What follows belongs to an exercise in optimizing a design on an open flow for small area, a short achievable clock period and few clock cycles per item; a production flow would make more cautious choices.
RTL that was checked went through simulation tests only; none was proved equivalent to the original.
Power is estimated from default activity; no workload was simulated.

==> run F <==
==> flow/design.v (excerpt) <==
module positional_pid_antiwindup
#(
  parameter int DATA_WIDTH     = DATA_WIDTH_DEF,
  parameter int GAIN_FRAC_BITS = GAIN_FRAC_BITS_DEF
) (
  input  logic                  clk,
  input  logic                  rst_n,
  input  logic                  cfg_we,
  input  logic [REG_IDX_W-1:0]  cfg_idx,
  input  logic [GAIN_W-1:0]     cfg_wdata,
  input  logic                  in_valid,
  output logic                  in_ready,
  input  logic [DATA_WIDTH-1:0] error_in,
  input  logic [DATA_WIDTH-1:0] target_in,
  input  logic [DATA_WIDTH-1:0] out_limit,
  output logic                  out_valid,
  input  logic                  out_ready,
  output logic [OUT_W-1:0]      control_out
);
  function automatic logic [23:0] booth_enc(input logic [15:0] g);
    logic [16:0] gx;
    logic [7:0]  one, two, neg;
    gx = {g, 1'b0};
    for (int i = 0; i < 8; i++) begin
      one[i] = gx[2*i+1] ^ gx[2*i];
      two[i] = (gx[2*i+2] & ~gx[2*i+1] & ~gx[2*i]) | (~gx[2*i+2] & gx[2*i+1] & gx[2*i]);
      neg[i] = gx[2*i+2];
    end
    booth_enc = {neg, two, one};
  endfunction
  logic [23:0] kp_e, kd_e, kf_e, ki_e;
  logic [15:0] ki_r;
  logic [23:0] wenc;
  logic        ki_wr;
  assign ki_wr = cfg_we && (cfg_idx == 2'd1);
  assign wenc  = booth_enc(cfg_wdata);
  always_ff @(posedge clk) begin
    if (!rst_n) begin
      kp_e <= '0;
      kd_e <= '0;
      kf_e <= '0;
      ki_e <= '0;
      ki_r <= '0;
    end else if (cfg_we) begin
      case (cfg_idx)
        2'd0: kp_e <= wenc;
        2'd1: begin ki_e <= wenc; ki_r <= cfg_wdata; end
        2'd2: kd_e <= wenc;
  ...
==> flow/config.mk <==
export PLATFORM = sky130hd
export DESIGN_NAME = positional_pid_antiwindup
export DESIGN_NICKNAME = positional_pid_antiwindup
export VERILOG_FILES = /design/flow/design.v
export SDC_FILE = /design/flow/constraint.sdc
export NUM_CORES = 4
export LEC_CHECK = 0
export ABC_AREA = 1
export ABC_CLOCK_PERIOD_IN_PS = 3500
export CAP_MARGIN = 20
export CORE_MARGIN = 2
export CORE_UTILIZATION = 40
export SLEW_MARGIN = 20
==> flow/constraint.sdc <==
create_clock -name core_clock -period 12.0 [get_ports {clk}]
set_input_delay 2.4000 -clock core_clock [delete_from_list [all_inputs] [get_ports {clk}]]
set_output_delay 2.4000 -clock core_clock [all_outputs]
set_load 0.01 [all_outputs]
standard.sh (not shown) runs the stock make flow with config.mk's settings and CLKGATE_MAP_FILE= SYNTH_SCRIPT=/design/flow/synth_recipe.tcl, a recipe that flattens the netlist after the stock synthesis.
==> flow/flow/run.sh <==
#!/bin/bash
# The standard layout, with the full-adder mapping step turned off so ABC
# maps the adder trees itself (the platform's fa/ha cells are slow), and
# timing repair aimed at a setup slack margin, so that repair works on the
# paths that set the achieved period.
set -euo pipefail
bash standard.sh ADDER_MAP_FILE= SETUP_SLACK_MARGIN=8.2 finish > standard_flow.log 2>&1
==> run B: changes against run F <==
--- a/flow/design.v
+++ b/flow/design.v
@@ -12,12 +12,42 @@
     REG_FEEDFWD = 2'd3
   } ppid_reg_t;
   function automatic int ppid_sum_w(input int dw);
     ppid_sum_w = ((dw + 1 > INTEG_W) ? (dw + 1 + GAIN_W) : (INTEG_W + GAIN_W)) + 2;
   endfunction
 endpackage
+module ppid_add #(
+  parameter int W = 8
+) (
+  input  logic [W-1:0] a,
+  input  logic [W-1:0] b,
+  input  logic         ci,
+  output logic [W-1:0] s
+);
+  localparam int L = $clog2(W);
+  logic [W-1:0] p, g, p0;
+  always_comb begin
+    p0 = a ^ b;
+    p  = p0;
+    g  = a & b;
+    g[0] = g[0] | (p[0] & ci);
+    for (int i = 1; i <= L; i++) begin
+      for (int j = 2**i - 1; j < W; j = j + 2**i) begin
+        g[j] = g[j] | (p[j] & g[j - 2**(i-1)]);
+        p[j] = p[j] & p[j - 2**(i-1)];
+      end
+    end
+    for (int i = L; i > 0; i--) begin
+      for (int j = 2**i + 2**(i-1) - 1; j < W; j = j + 2**i) begin
+        g[j] = g[j] | (p[j] & g[j - 2**(i-1)]);
+        p[j] = p[j] & p[j - 2**(i-1)];
+      end
+    end
+    s = p0 ^ {g[W-2:0], ci};
+  end
+endmodule
 module ppid_ytree (
   input  logic [7:0] kp_one,
   input  logic [7:0] kp_two,
   input  logic [7:0] kp_neg,
   input  logic [7:0] kd_one,
   input  logic [7:0] kd_two,
@@ -1729,27 +1759,36 @@
   output logic [31:0] integ,
   output logic [47:0] sy
 );
   logic [47:0] KI_r;
   logic [31:0] I_r;
   logic [47:0] kis;
+  logic [47:0] sa, sb, ka, kb;
+  logic [16:0] ki_x, ki_n, ki_hi;
+  logic        ki_gt0;
   logic        hold;
   logic [32:0] isum;
   logic        satp, satn;
   logic [47:0] ki_pos, ki_neg;
-  logic [16:0] ki_n;
+  assign sa = KI_r ^ ys ^ yc;
+  assign sb = {(KI_r[46:0] & ys[46:0]) | (KI_r[46:0] & yc[46:0]) | (ys[46:0] & yc[46:0]), 1'b0};
+  assign ka = KI_r ^ ks ^ kc;
+  assign kb = {(KI_r[46:0] & ks[46:0]) | (KI_r[46:0] & kc[46:0]) | (ks[46:0] & kc[46:0]), 1'b0};
+  ppid_add #(.W(48)) u_sy  (.a(sa), .b(sb), .ci(1'b0), .s(sy));
+  ppid_add #(.W(48)) u_kis (.a(ka), .b(kb), .ci(1'b0), .s(kis));
+  ppid_add #(.W(33)) u_i   (.a({I_r[31], I_r}), .b({{17{e[15]}}, e}), .ci(1'b0), .s(isum));
+  assign ki_x   = {ki[15], ki};
+  assign ki_gt0 = !ki[15] && (ki != 16'd0);
+  ppid_add #(.W(17)) u_kin (.a(~ki_x), .b(17'd0), .ci(1'b1), .s(ki_n));
+  ppid_add #(.W(17)) u_kih (.a(ki_x), .b({17{ki_gt0}}), .ci(1'b0), .s(ki_hi));
   always_comb begin
-    sy   = KI_r + ys + yc;
-    hold = pos ? !sy[47] : sy[47];
-    kis  = KI_r + ks + kc;
-    isum = {I_r[31], I_r} + {{17{e[15]}}, e};
-    satp = !isum[32] && isum[31];
-    satn = isum[32] && !isum[31];
-    ki_n   = -{ki[15], ki};
+    hold   = pos ? !sy[47] : sy[47];
+    satp   = !isum[32] && isum[31];
+    satn   = isum[32] && !isum[31];
     ki_neg = {ki_n, 31'd0};
-    ki_pos = {{1{ki[15]}}, ki, 31'd0} - {{32{ki[15]}}, ki};
+    ki_pos = {ki_hi, {14{ki_n[16]}}, ki_n};
   end
   always_ff @(posedge clk) begin
     if (!rst_n || ki_wr) begin
       KI_r <= '0;
     end else if (take) begin
       case (kind)
@@ -1848,15 +1887,20 @@
   logic [31:0] ctrl;
   logic        head_free;
   logic        out_v_n, sk_v_n, full_n;
   logic [1:0]  inj_n;
   assign acc      = in_valid && in_rdy_r;
   assign in_ready = in_rdy_r;
+  logic [16:0] dt_in, de_nxt;
+  assign dt_in = {target_in[15], target_in} - {t1_r[15], t1_r};
+  ppid_add #(.W(17)) u_de (
+    .a({s0_x[15], s0_x[15:0]}), .b(~{e1_r[15], e1_r}), .ci(1'b1), .s(de_nxt)
+  );
   always_ff @(posedge clk) begin
     if (go_r) begin
-      s0_dt <= {target_in[15], target_in} - {t1_r[15], t1_r};
+      s0_dt <= dt_in;
       s0_l  <= out_limit;
       case (inj_r)
         2'd2:    s0_x <= {integ_r[31], integ_r[31:16]};
         2'd1:    s0_x <= {1'b0, integ_r[15:0]};
         default: s0_x <= {error_in[15], error_in};
       endcase
@@ -1873,24 +1917,24 @@
       if (acc) t1_r <= target_in;
       if (go_r) begin
         s0_v <= acc || (inj_r != 2'd0);
         s0_k <= inj_r;
         if (s0_v && s0_k == 2'd0) begin
           e1_r <= s0_x[15:0];
-          de_r <= {s0_x[15], s0_x[15:0]} - {e1_r[15], e1_r};
+          de_r <= de_nxt;
         end
       end
       if (ki_wr) s0_v <= 1'b0;
     end
   end
   logic [15:0] lneg, mag;
   logic        pos;
   logic [15:0] off;
   logic [47:0] ys, yc, ks, kc;
+  ppid_add #(.W(16)) u_lneg (.a(~s0_l), .b(16'd0), .ci(1'b1), .s(lneg));
   always_comb begin
-    lneg = -s0_l;
     if (s0_l[15]) mag = lneg[15] ? 16'h7fff : lneg;
     else          mag = s0_l;
     pos  = !s0_x[16] && (s0_x != 17'd0);
     off  = {pos, mag[14:0] ^ {15{pos}}};
   end
   ppid_ytree u_ytree (
@@ -1945,14 +1989,16 @@
   end
   always_ff @(posedge clk) begin
     if (!rst_n) s2_v <= 1'b0;
     else if (go_r) s2_v <= s1_v && (s1_k == 2'd0);
   end
   logic [39:0] c40;
+  ppid_add #(.W(40)) u_out (
+    .a(s2_sy), .b({{24{s2_noff[15]}}, s2_noff}), .ci(1'b1), .s(c40)
+  );
   always_comb begin
-    c40 = s2_sy + {{24{s2_noff[15]}}, s2_noff} + 40'd1;
     if (!c40[39] && (|c40[38:31]))      ctrl = 32'h7fffffff;
     else if (c40[39] && !(&c40[38:31])) ctrl = 32'h80000000;
     else                                ctrl = c40[31:0];
   end
   assign push      = go_r && s2_v;
   assign head_free = !out_v || out_ready;
==> flow/flow/run.sh (replaced) <==
#!/bin/bash
# The standard layout, with the full-adder mapping step turned off so ABC
# maps the adder trees itself (the platform's fa/ha cells are slow), and
# timing repair aimed at a setup slack margin, so that repair works on the
# paths that set the achieved period.
set -euo pipefail
bash standard.sh ADDER_MAP_FILE= SETUP_SLACK_MARGIN=7.9 finish > standard_flow.log 2>&1
==> run R: changes against run F <==
--- a/flow/design.v
+++ b/flow/design.v
@@ -12,12 +12,42 @@
     REG_FEEDFWD = 2'd3
   } ppid_reg_t;
   function automatic int ppid_sum_w(input int dw);
     ppid_sum_w = ((dw + 1 > INTEG_W) ? (dw + 1 + GAIN_W) : (INTEG_W + GAIN_W)) + 2;
   endfunction
 endpackage
+module ppid_add #(
+  parameter int W = 8
+) (
+  input  logic [W-1:0] a,
+  input  logic [W-1:0] b,
+  input  logic         ci,
+  output logic [W-1:0] s
+);
+  localparam int L = 6;   
+  logic [W-1:0] p, g, p0;
+  always_comb begin
+    p0 = a ^ b;
+    p  = p0;
+    g  = a & b;
+    g[0] = g[0] | (p[0] & ci);
+    for (int i = 1; i <= L; i++) begin
+      for (int j = 2**i - 1; j < W; j = j + 2**i) begin
+        g[j] = g[j] | (p[j] & g[j - 2**(i-1)]);
+        p[j] = p[j] & p[j - 2**(i-1)];
+      end
+    end
+    for (int i = L; i > 0; i--) begin
+      for (int j = 2**i + 2**(i-1) - 1; j < W; j = j + 2**i) begin
+        g[j] = g[j] | (p[j] & g[j - 2**(i-1)]);
+        p[j] = p[j] & p[j - 2**(i-1)];
+      end
+    end
+    s = p0 ^ {g[W-2:0], ci};
+  end
+endmodule
 module ppid_ytree (
   input  logic [7:0] kp_one,
   input  logic [7:0] kp_two,
   input  logic [7:0] kp_neg,
   input  logic [7:0] kd_one,
   input  logic [7:0] kd_two,
@@ -1729,27 +1759,36 @@
   output logic [31:0] integ,
   output logic [47:0] sy
 );
   logic [47:0] KI_r;
   logic [31:0] I_r;
   logic [47:0] kis;
+  logic [47:0] sa, sb, ka, kb;
+  logic [16:0] ki_x, ki_n, ki_hi;
+  logic        ki_gt0;
   logic        hold;
   logic [32:0] isum;
   logic        satp, satn;
   logic [47:0] ki_pos, ki_neg;
-  logic [16:0] ki_n;
+  assign sa = KI_r ^ ys ^ yc;
+  assign sb = {(KI_r[46:0] & ys[46:0]) | (KI_r[46:0] & yc[46:0]) | (ys[46:0] & yc[46:0]), 1'b0};
+  assign ka = KI_r ^ ks ^ kc;
+  assign kb = {(KI_r[46:0] & ks[46:0]) | (KI_r[46:0] & kc[46:0]) | (ks[46:0] & kc[46:0]), 1'b0};
+  ppid_add #(.W(48)) u_sy  (.a(sa), .b(sb), .ci(1'b0), .s(sy));
+  ppid_add #(.W(48)) u_kis (.a(ka), .b(kb), .ci(1'b0), .s(kis));
+  ppid_add #(.W(33)) u_i   (.a({I_r[31], I_r}), .b({{17{e[15]}}, e}), .ci(1'b0), .s(isum));
+  assign ki_x   = {ki[15], ki};
+  assign ki_gt0 = !ki[15] && (ki != 16'd0);
+  ppid_add #(.W(17)) u_kin (.a(~ki_x), .b(17'd0), .ci(1'b1), .s(ki_n));
+  ppid_add #(.W(17)) u_kih (.a(ki_x), .b({17{ki_gt0}}), .ci(1'b0), .s(ki_hi));
   always_comb begin
-    sy   = KI_r + ys + yc;
-    hold = pos ? !sy[47] : sy[47];
-    kis  = KI_r + ks + kc;
-    isum = {I_r[31], I_r} + {{17{e[15]}}, e};
-    satp = !isum[32] && isum[31];
-    satn = isum[32] && !isum[31];
-    ki_n   = -{ki[15], ki};
+    hold   = pos ? !sy[47] : sy[47];
+    satp   = !isum[32] && isum[31];
+    satn   = isum[32] && !isum[31];
     ki_neg = {ki_n, 31'd0};
-    ki_pos = {{1{ki[15]}}, ki, 31'd0} - {{32{ki[15]}}, ki};
+    ki_pos = {ki_hi, {14{ki_n[16]}}, ki_n};
   end
   always_ff @(posedge clk) begin
     if (!rst_n || ki_wr) begin
       KI_r <= '0;
     end else if (take) begin
       case (kind)
@@ -1848,15 +1887,20 @@
   logic [31:0] ctrl;
   logic        head_free;
   logic        out_v_n, sk_v_n, full_n;
   logic [1:0]  inj_n;
   assign acc      = in_valid && in_rdy_r;
   assign in_ready = in_rdy_r;
+  logic [16:0] dt_in, de_nxt;
+  assign dt_in = {target_in[15], target_in} - {t1_r[15], t1_r};
+  ppid_add #(.W(17)) u_de (
+    .a({s0_x[15], s0_x[15:0]}), .b(~{e1_r[15], e1_r}), .ci(1'b1), .s(de_nxt)
+  );
   always_ff @(posedge clk) begin
     if (go_r) begin
-      s0_dt <= {target_in[15], target_in} - {t1_r[15], t1_r};
+      s0_dt <= dt_in;
       s0_l  <= out_limit;
       case (inj_r)
         2'd2:    s0_x <= {integ_r[31], integ_r[31:16]};
         2'd1:    s0_x <= {1'b0, integ_r[15:0]};
         default: s0_x <= {error_in[15], error_in};
       endcase
@@ -1873,24 +1917,24 @@
       if (acc) t1_r <= target_in;
       if (go_r) begin
         s0_v <= acc || (inj_r != 2'd0);
         s0_k <= inj_r;
         if (s0_v && s0_k == 2'd0) begin
           e1_r <= s0_x[15:0];
-          de_r <= {s0_x[15], s0_x[15:0]} - {e1_r[15], e1_r};
+          de_r <= de_nxt;
         end
       end
       if (ki_wr) s0_v <= 1'b0;
     end
   end
   logic [15:0] lneg, mag;
   logic        pos;
   logic [15:0] off;
   logic [47:0] ys, yc, ks, kc;
+  ppid_add #(.W(16)) u_lneg (.a(~s0_l), .b(16'd0), .ci(1'b1), .s(lneg));
   always_comb begin
-    lneg = -s0_l;
     if (s0_l[15]) mag = lneg[15] ? 16'h7fff : lneg;
     else          mag = s0_l;
     pos  = !s0_x[16] && (s0_x != 17'd0);
     off  = {pos, mag[14:0] ^ {15{pos}}};
   end
   ppid_ytree u_ytree (
@@ -1945,14 +1989,16 @@
   end
   always_ff @(posedge clk) begin
     if (!rst_n) s2_v <= 1'b0;
     else if (go_r) s2_v <= s1_v && (s1_k == 2'd0);
   end
   logic [39:0] c40;
+  ppid_add #(.W(40)) u_out (
+    .a(s2_sy), .b({{24{s2_noff[15]}}, s2_noff}), .ci(1'b1), .s(c40)
+  );
   always_comb begin
-    c40 = s2_sy + {{24{s2_noff[15]}}, s2_noff} + 40'd1;
     if (!c40[39] && (|c40[38:31]))      ctrl = 32'h7fffffff;
     else if (c40[39] && !(&c40[38:31])) ctrl = 32'h80000000;
     else                                ctrl = c40[31:0];
   end
   assign push      = go_r && s2_v;
   assign head_free = !out_v || out_ready;
==> flow/flow/run.sh (replaced) <==
#!/bin/bash
# The standard layout, with the full-adder mapping step turned off so ABC
# maps the adder trees itself (the platform's fa/ha cells are slow), and
# timing repair aimed at a setup slack margin, so that repair works on the
# paths that set the achieved period.
set -euo pipefail
bash standard.sh ADDER_MAP_FILE= SETUP_SLACK_MARGIN=7.9 finish > standard_flow.log 2>&1
CORE_UTILIZATION = 55   (was 40)
CTS_BUF_LIST = sky130_fd_sc_hd__clkbuf_4 sky130_fd_sc_hd__clkbuf_8   (was default)
==> comparison table <==
Result of the run: run F no timing/DRC/antenna violations; run B no timing/DRC/antenna violations; run R no timing/DRC/antenna violations
Routed wire length: run F 311 mm; run B 258 mm; run R 250 mm
Sequential cell area in the final layout: run F 15000 µm²; run B 14900 µm²; run R 14900 µm²
Vias per std cell: run F 5.43; run B 5.41; run R 5.76
Slowest Stage Delay on Critical Path: run F 0.59 ns; run B 0.82 ns; run R 0.59 ns
Power dissipated by switching net loads: run F 8.74 mW; run B 7.30 mW; run R 7.25 mW
Smallest setup slack after layout: run F 8.08 ns; run B 7.84 ns; run R 7.96 ns
Non-clock buffer share: run F 0.0511; run B 0.0563; run R 0.0521
Worst VDD drop: run F 0.133 mV; run B 0.120 mV; run R 0.166 mV
Proportion of synthesized chip area in sequential cells: run F 0.220; run B 0.241; run R 0.241
Register-to-register setup slack: run F 8.26 ns; run B 7.99 ns; run R 7.96 ns
Number of warnings issued by yosys: run F 2; run B 7; run R 7
Routed length on met1: run F 129 mm; run B 106 mm; run R 97.3 mm
Startpoint class of the critical path: run F input pin; run B input pin; run R register
WL per Instance: run F 22.1 µm; run B 20.6 µm; run R 20.9 µm
Worst setup slack after placement: run F 6.79 ns; run B 6.45 ns; run R 6.47 ns
Total number of vias: run F 76600; run B 67700; run R 68900
Max-slew headroom: run F 0.249; run B 0.198; run R 0.153
Number of nets in the synthesized netlist: run F 11800; run B 10300; run R 10300
Number of library cell types mapped by synthesis: run F 61; run B 62; run R 62
Multi-input combinational gate total: run F 9254; run B 7967; run R 7965
Pin count of the biggest net entering global routing: run F 79; run B 96; run R 111
Clock transition time at the flip-flop clock pins of the worst setup and hold paths: run F 0.07 ns; run B 0.06 ns; run R 0.06 ns
Area of the core region: run F 167000 µm²; run B 154000 µm²; run R 111000 µm²
Placed cell count: run F 13700; run B 12100; run R 11600
Testbench counts of run F, summed over its fixed seeds: cycles 8,032, items 8,000.
Testbench counts of run R, summed over its fixed seeds: cycles 8,032, items 8,000.
The RTL of run B was laid out without a check of its function.

-- what the ideal ports hide --
The flow's constraints put no driver on any port. The routed layouts listed below were extracted and timed again, unchanged, in two steps.
Step 1 assumes that a clkbuf_16 drives the clock port and a buf_2 every other input.
Step 2 moves the port delays by t, midway between the first and last clock arrival at a register: inputs arrive t later, outputs are due t later. That takes back most of the time a late clock gives input paths.
a / b / c = ideal / step 1 / step 2; a / b = the first two.
run	t (ns)	setup WS [ns]	hold slack, ns
run F	0.811	8.075 / 8.148 / 7.337	0.479 / 0.479 / 0.479
run B	0.768	7.839 / 7.855 / 7.135	0.447 / 0.447 / 0.447
run R	0.836	7.962 / 7.894 / 7.242	0.471 / 0.471 / 0.471
After both steps every run listed still meets setup and hold. For run F, which loses most, drivers alone change the setup slack by +0.073 ns; drivers and shift together by -0.738 ns.
